Context: an optimization exercise on an open-source flow, tuned for small area, a short achievable clock period and few clock cycles per item. The choices shown serve that exercise and are no tape-out recipe.
Only simulation tests tie the RTL to the original design; equivalence was not proved.
Power figures rest on the tool's default switching activity, not on a simulated workload.

$ cat run.sh
#!/bin/bash
# synth_recipe.tcl (not shown) runs the flow's synth.tcl, then flattens the netlist and writes it again
# the make line also repeats each setting of config.mk as NAME=value (left out here)
make -C /OpenROAD-flow-scripts/flow DESIGN_CONFIG=/design/flow/config.mk WORK_HOME=/design/flow/orfs CLKGATE_MAP_FILE= SYNTH_SCRIPT=/design/flow/synth_recipe.tcl finish
$ cat config.mk
export PLATFORM = sky130hd
export DESIGN_NAME = keyed_packed_list_table_top
export DESIGN_NICKNAME = keyed_packed_list_table_top
export VERILOG_FILES = /design/flow/design.v
export SDC_FILE = /design/flow/constraint.sdc
export NUM_CORES = 8
export LEC_CHECK = 0
export CAP_MARGIN = 20
export CORE_MARGIN = 2
export CORE_UTILIZATION = 30
export PLACE_DENSITY = 0.45
export SETUP_SLACK_MARGIN = 3.8
export SLEW_MARGIN = 20
$ cat constraint.sdc
create_clock -name core_clock -period 7.0 [get_ports {clk}]
set_input_delay 1.4000 -clock core_clock [delete_from_list [all_inputs] [get_ports {clk}]]
set_output_delay 1.4000 -clock core_clock [all_outputs]
set_load 0.01 [all_outputs]
$ cat design.v
package kplt_pkg;
	localparam int DEPTH_DEF        = 64;
	localparam int PAYLOAD_BITS_DEF = 32;
	localparam int CMD_W  = 3;
	localparam int KEY_W  = 31;
	localparam int PAY_W  = 32;
	localparam int POS_W  = 6;
	localparam int STAT_W = 2;
	localparam int CNT_W  = 7;
	localparam logic [CMD_W-1:0] CMD_APPEND     = 3'd0;
	localparam logic [CMD_W-1:0] CMD_FIND       = 3'd1;
	localparam logic [CMD_W-1:0] CMD_REMOVE_KEY = 3'd2;
	localparam logic [CMD_W-1:0] CMD_REMOVE_IDX = 3'd3;
	localparam logic [CMD_W-1:0] CMD_READ_IDX   = 3'd4;
	localparam logic [STAT_W-1:0] STAT_OK        = 2'd0;
	localparam logic [STAT_W-1:0] STAT_NOT_FOUND = 2'd1;
	localparam logic [STAT_W-1:0] STAT_RANGE     = 2'd2;
	localparam logic [STAT_W-1:0] STAT_FULL      = 2'd3;
	typedef enum logic [1:0] {
		S_IDLE,
		S_MATCH,
		S_RESOLVE
	} state_t;
	typedef struct packed {
		logic             match_en;
		logic             by_key;
		logic             by_index;
		logic             append_en;
		logic             shift_en;
		logic [KEY_W-1:0] key;
		logic [POS_W-1:0] pos;
	} cell_ctl_t;
endpackage
module kplt_cell #(
	parameter int W = 63
) (
	input  logic         clk,
	input  logic         wr,
	input  logic         sh,
	input  logic         hold,
	input  logic [W-1:0] new_x,
	input  logic [W-1:0] nb,
	output logic [W-1:0] q
);
	always_ff @(posedge clk) begin
		q <= ~(({W{wr}} & new_x) | ({W{sh}} & nb) | ({W{hold}} & q));
	end
endmodule
module keyed_packed_list_table_top (
	input  logic                        clk,
	input  logic                        arst_n,
	input  logic                        req_valid,
	output logic                        req_ready,
	input  logic [kplt_pkg::CMD_W-1:0]  req_command,
	input  logic [kplt_pkg::KEY_W-1:0]  req_entry_key,
	input  logic [kplt_pkg::PAY_W-1:0]  req_entry_payload,
	input  logic [kplt_pkg::POS_W-1:0]  req_position,
	output logic                        rsp_valid,
	input  logic                        rsp_ready,
	output logic [kplt_pkg::STAT_W-1:0] rsp_status,
	output logic [kplt_pkg::POS_W-1:0]  rsp_found_position,
	output logic [kplt_pkg::KEY_W-1:0]  rsp_found_key,
	output logic [kplt_pkg::PAY_W-1:0]  rsp_found_payload,
	output logic [kplt_pkg::CNT_W-1:0]  rsp_entry_count
);
	localparam int N  = kplt_pkg::DEPTH_DEF;
	localparam int KW = kplt_pkg::KEY_W;
	localparam int PW = kplt_pkg::PAY_W;
	localparam int EW = KW + PW;
	localparam int RW = kplt_pkg::STAT_W + kplt_pkg::POS_W + EW + kplt_pkg::CNT_W;
	typedef logic [N-1:0] vec_t;
	logic [EW-1:0] row_t [N];       
	logic          ph;
	vec_t          vld;             
	logic [6:0]    cnt;
	logic          rdy;
	logic          q_v;
	logic [2:0]    q_cmd;
	logic [KW-1:0] q_keyx;          
	logic [KW-1:0] q_key;
	logic [PW-1:0] q_pay;
	logic [5:0]    q_pos;
	logic          x_v;
	logic [2:0]    x_cmd;
	logic [KW-1:0] x_key;
	logic [PW-1:0] x_pay;
	logic [5:0]    x_pos;
	vec_t          x_eq;
	logic          x_keq;           
	logic          w_v;
	vec_t          w_sh, w_wr, w_hold, w_oh;
	logic [EW-1:0] w_new;
	logic [1:0]    w_status;
	logic [5:0]    w_pos;
	logic [6:0]    w_cnt;
	logic          w_found;
	logic          o0_v, o1_v, o2_v;
	logic [RW-1:0] o0, o1, o2;
	logic room, x_fire, x_load, pop;
	assign room   = (3'(o0_v) + 3'(o1_v) + 3'(o2_v) + 3'(w_v)) <= 3'd2;
	assign x_fire = x_v && room;
	assign x_load = !x_v || x_fire;
	assign pop    = o0_v && rsp_ready;
	vec_t u_sh, u_wr;
	assign u_sh = w_sh;
	assign u_wr = w_wr;
	vec_t          q_eq, q_eqc;
	logic          q_kw, q_kx;
	assign q_key = q_keyx ^ {KW{ph}};
	for (genvar i = 0; i < N; i++) begin : g_cmp
		assign q_eq[i] = row_t[i][EW-1:PW] == q_keyx;
	end
	assign q_kw = q_key == w_new[EW-1:PW];
	assign q_kx = q_key == x_key;
	for (genvar i = 0; i < N; i++) begin : g_qc
		if (i == N - 1) begin : g_last
			assign q_eqc[i] = u_sh[i] ? 1'b0 : (u_wr[i] ? q_kw : q_eq[i]);
		end else begin : g_body
			assign q_eqc[i] = u_sh[i] ? q_eq[i+1] : (u_wr[i] ? q_kw : q_eq[i]);
		end
	end
	logic          by_key, by_idx, is_rm, is_app;
	vec_t          eqf, mk, incl, oh, ge, ge_i, dec, sh, app_vec;
	logic          found, full, app_ok, rm;
	logic [5:0]    pos_k, pos_o;
	logic [1:0]    status;
	logic [6:0]    cnt_n;
	vec_t          vld_n;
	assign by_key = (x_cmd == kplt_pkg::CMD_FIND) || (x_cmd == kplt_pkg::CMD_REMOVE_KEY);
	assign by_idx = (x_cmd == kplt_pkg::CMD_REMOVE_IDX) || (x_cmd == kplt_pkg::CMD_READ_IDX);
	assign is_rm  = (x_cmd == kplt_pkg::CMD_REMOVE_KEY) || (x_cmd == kplt_pkg::CMD_REMOVE_IDX);
	assign is_app = x_cmd == kplt_pkg::CMD_APPEND;
	for (genvar i = 0; i < N; i++) begin : g_eqf
		if (i == N - 1) begin : g_last
			assign eqf[i] = w_sh[i] ? 1'b0 : (w_wr[i] ? x_keq : x_eq[i]);
		end else begin : g_body
			assign eqf[i] = w_sh[i] ? x_eq[i+1] : (w_wr[i] ? x_keq : x_eq[i]);
		end
	end
	assign mk = eqf & vld;
	vec_t pfx [7];
	assign pfx[0] = mk;
	for (genvar l = 0; l < 6; l++) begin : g_pl
		for (genvar i = 0; i < N; i++) begin : g_pi
			if (i >= (1 << l)) begin : g_or
				assign pfx[l+1][i] = pfx[l][i] | pfx[l][i-(1<<l)];
			end else begin : g_pass
				assign pfx[l+1][i] = pfx[l][i];
			end
		end
	end
	assign incl = pfx[6];
	for (genvar i = 0; i < N; i++) begin : g_dec
		assign dec[i]  = x_pos == 6'(i);
		assign ge_i[i] = 6'(i) >= x_pos;
	end
	always_comb begin
		if (by_key) begin
			oh    = mk & ~{incl[N-2:0], 1'b0};
			ge    = incl;
			found = incl[N-1];
		end else if (by_idx) begin
			oh    = dec & vld;
			ge    = ge_i;
			found = 7'(x_pos) < cnt;
		end else begin
			oh    = '0;
			ge    = '0;
			found = 1'b0;
		end
	end
	assign full    = vld[N-1];
	assign app_ok  = is_app && !full;
	assign rm      = is_rm && found;
	assign sh      = rm ? ge : '0;
	assign app_vec = app_ok ? (~vld & {vld[N-2:0], 1'b1}) : '0;
	always_comb begin
		pos_k = '0;
		for (int i = 0; i < N; i++) begin
			pos_k = pos_k | (oh[i] ? 6'(i) : 6'd0);
		end
	end
	assign pos_o = by_key ? pos_k : (found ? x_pos : 6'd0);
	always_comb begin
		case (x_cmd)
			kplt_pkg::CMD_APPEND:     status = full ? kplt_pkg::STAT_FULL : kplt_pkg::STAT_OK;
			kplt_pkg::CMD_FIND,
			kplt_pkg::CMD_REMOVE_KEY: status = found ? kplt_pkg::STAT_OK : kplt_pkg::STAT_NOT_FOUND;
			kplt_pkg::CMD_REMOVE_IDX,
			kplt_pkg::CMD_READ_IDX:   status = found ? kplt_pkg::STAT_OK : kplt_pkg::STAT_RANGE;
			default:                  status = kplt_pkg::STAT_OK;
		endcase
	end
	always_comb begin
		if (app_ok) begin
			cnt_n = cnt + 7'd1;
			vld_n = {vld[N-2:0], 1'b1};
		end else if (rm) begin
			cnt_n = cnt - 7'd1;
			vld_n = {1'b0, vld[N-1:1]};
		end else begin
			cnt_n = cnt;
			vld_n = vld;
		end
	end
	logic [EW-1:0] new_x, rd_t, rd;
	assign new_x = w_new ^ {EW{ph}};
	for (genvar i = 0; i < N; i++) begin : g_row
		logic [EW-1:0] nb;
		if (i == N - 1) begin : g_tail
			assign nb = '0;
		end else begin : g_body
			assign nb = row_t[i+1];
		end
		kplt_cell #(.W(EW)) u_row (
			.clk   (clk),
			.wr    (w_wr[i]),
			.sh    (w_sh[i]),
			.hold  (w_hold[i]),
			.new_x (new_x),
			.nb    (nb),
			.q     (row_t[i])
		);
	end
	always_comb begin
		rd_t = '0;
		for (int i = 0; i < N; i++) begin
			rd_t = rd_t | ({EW{w_oh[i]}} & row_t[i]);
		end
	end
	assign rd = rd_t ^ {EW{w_found && ph}};
	logic [RW-1:0] res;
	assign res = {w_status, w_pos, rd, w_cnt};
	logic q_v_n, x_v_n, w_v_n, room_n;
	logic [2:0] ov_s, ov_n;           
	assign q_v_n = rdy ? req_valid : q_v;
	assign x_v_n = x_load ? q_v : x_v;
	assign w_v_n = x_fire;
	assign ov_s = pop ? {1'b0, o2_v, o1_v} : {o2_v, o1_v, o0_v};
	assign ov_n = w_v ? {ov_s[1:0], 1'b1} : ov_s;
	assign room_n = (3'(ov_n[0]) + 3'(ov_n[1]) + 3'(ov_n[2]) + 3'(w_v_n)) <= 3'd2;
	always_ff @(posedge clk or negedge arst_n) begin
		if (!arst_n) begin
			q_v  <= 1'b0;
			x_v  <= 1'b0;
			w_v  <= 1'b0;
			o0_v <= 1'b0;
			o1_v <= 1'b0;
			o2_v <= 1'b0;
			rdy  <= 1'b1;
			cnt  <= '0;
			vld  <= '0;
			ph   <= 1'b0;
		end else begin
			q_v  <= q_v_n;
			x_v  <= x_v_n;
			w_v  <= w_v_n;
			{o2_v, o1_v, o0_v} <= ov_n;
			rdy  <= !q_v_n || !x_v_n || room_n;
			ph   <= !ph;
			if (x_fire) begin
				cnt <= cnt_n;
				vld <= vld_n;
			end
		end
	end
	always_ff @(posedge clk) begin
		q_keyx <= rdy ? (req_entry_key ^ {KW{!ph}}) : ~q_keyx;
		if (rdy) begin
			q_cmd <= req_command;
			q_pay <= req_entry_payload;
			q_pos <= req_position;
		end
	end
	always_ff @(posedge clk) begin
		if (x_load) begin
			x_cmd <= q_cmd;
			x_key <= q_key;
			x_pay <= q_pay;
			x_pos <= q_pos;
			x_eq  <= q_eqc;
			x_keq <= x_v ? q_kx : q_kw;
		end else begin
			x_eq  <= eqf;              
		end
	end
	always_ff @(posedge clk) begin
		begin
			w_sh     <= x_fire ? sh : '0;
			w_wr     <= x_fire ? app_vec : '0;
			w_hold   <= x_fire ? ~(sh | app_vec) : '1;
			w_oh     <= oh;
			w_new    <= {x_key, x_pay};
			w_status <= status;
			w_pos    <= pos_o;
			w_cnt    <= cnt_n;
			w_found  <= found;
		end
	end
	always_ff @(posedge clk) begin
		if (pop) begin
			o0 <= o1_v ? o1 : res;
			o1 <= o2_v ? o2 : res;
		end else begin
			if (!o0_v) o0 <= res;
			if (!o1_v) o1 <= res;
		end
		if (!o2_v || pop) begin
			o2 <= res;
		end
	end
	assign req_ready = rdy;
	assign rsp_valid = o0_v;
	assign {rsp_status, rsp_found_position, rsp_found_key, rsp_found_payload, rsp_entry_count} = o0;
endmodule
==> summary.txt <==
-- per-stage QoR --
| stage | utilization (%) | cells | hold slack, ns | TNS, ns |
|---|---|---|---|---|
| after floorplan | - | 19070 | 0.3233 | 0 |
| after global placement | 33.23 | 27420 | 0.3242 | -1.821 |
| after detailed placement | 33.39 | 27450 | 0.3269 | 0 |
| after CTS | 39.38 | 29410 | 0.1778 | 0 |
-- worst max path at each step --
stage	startpoint	endpoint	slack, ns
4_1_cts	o0[19]	rsp_found_payload[12]	3.10
3_5_place_dp	x_pos[1]	vld[8]	2.02
3_3_place_gp	x_keq	w_pos[3]	-0.49
2_1_floorplan	x_keq	vld[20]	3.75
-- layer usage --
| metal | GRT overflow | GRT usage (%) |
|---|---|---|
| met2 | 31 | 88.98 |
| met4 | 44 | 76.38 |
| met5 | 1 | 57.95 |
| met1 | 4 | 83.10 |
| met3 | 3 | 74.21 |
-- repair_timing --
action                                  4_1_cts
buffers inserted                            799
gates cloned                                 77
pin swaps                                   526
resized for setup                          2553
endpoints found under the setup margin     3230
-- power by group through the flow --
| stage | Sequential, mW | Combinational [mW] | Clock [mW] |
|---|---|---|---|
| after floorplan | 45.8 | 22.6 | 0 |
| after global placement | 58.2 | 53.6 | 0 |
| after detailed placement | 58.2 | 53.7 | 0 |
| after CTS | 57.6 | 60.8 | 33.0 |
-- cells by family after synthesis --
kind of cell	share of synthesized area, %
simple gates	5.763
mux	0.9235
flops	48.65
xor+xnor	9.474
fa+ha+maj	0.09766
buf+inv	4.971
compound gates	30.12
==> impl_metrics.env <==
export IMPL_place_worst_setup_slack_ns=2.017
export IMPL_synthTopCellsByArea="dfxtp_1 (44%), a222oi_1 (19%), xnor2_1 (6.0%), a221oi_1 (4.3%), a22o_1 (4.3%)"
export IMPL_yosysTopAreaCell="dfxtp_1"
export IMPL_placed_cell_area_sq_um=230300
export IMPL_die_w_microns=835.8
export IMPL_track_usage_pct=81.24
export IMPL_start_util_pct=30.10
export IMPL_synthArstFlopShare_pct=1.616
export IMPL_numCtsBuffers=599
export IMPL_synth_main_ff_cell="dfxtp_1"
export IMPL_htree_levels=6
export IMPL_grt_pass1_vias=267600
export IMPL_port_buffers=155
export IMPL_routabilityCongestion=1.323
export IMPL_synth_top_area_share_pct=43.79
export IMPL_root_buffer="clkbuf_16"
export IMPL_outcome="stopped before the end"
export IMPL_lastStage="global routing (5_1_grt)"
export IMPL_postCtsHoldBufs=0
export IMPL_netlist_cell_type_count=83
export IMPL_stop_error="[ERROR GRT-0116] Global routing finished with congestion. Check the congestion regions in the DRC Viewer."
export IMPL_ys_seq_area_share_pct=48.65
export IMPL_ys_warn_count=5
export IMPL_grt_first_pass_wirelength_microns=3663000
export IMPL_dp_hpwl_microns=1860000
export IMPL_rows=305
export IMPL_ios=156
export IMPL_synth_edf_count=270
export IMPL_ys_top_cells_by_count="dfxtp_1 (4540), a222oi_1 (3969), clkbuf_1 (2272), xnor2_1 (1424), a221oi_1 (1010)"
export IMPL_grt_overflow_total=83
export IMPL_syn_area_sq_um=207600
export IMPL_ctsLongestPathBuffers=4
export IMPL_ys_seq_elements=4889
export IMPL_die_h_microns=835.8
export IMPL_syn_inst=19070
export IMPL_synth_most_common_cell="dfxtp_1"
export IMPL_grt_max_degree=68
export IMPL_syn_num_nets=19160
export IMPL_cts_num_sinks=4889
export IMPL_synth_avg_cell_area_sq_um=10.89
Testbench counts, summed over its fixed seeds: cycles 4,832, items 4,800.
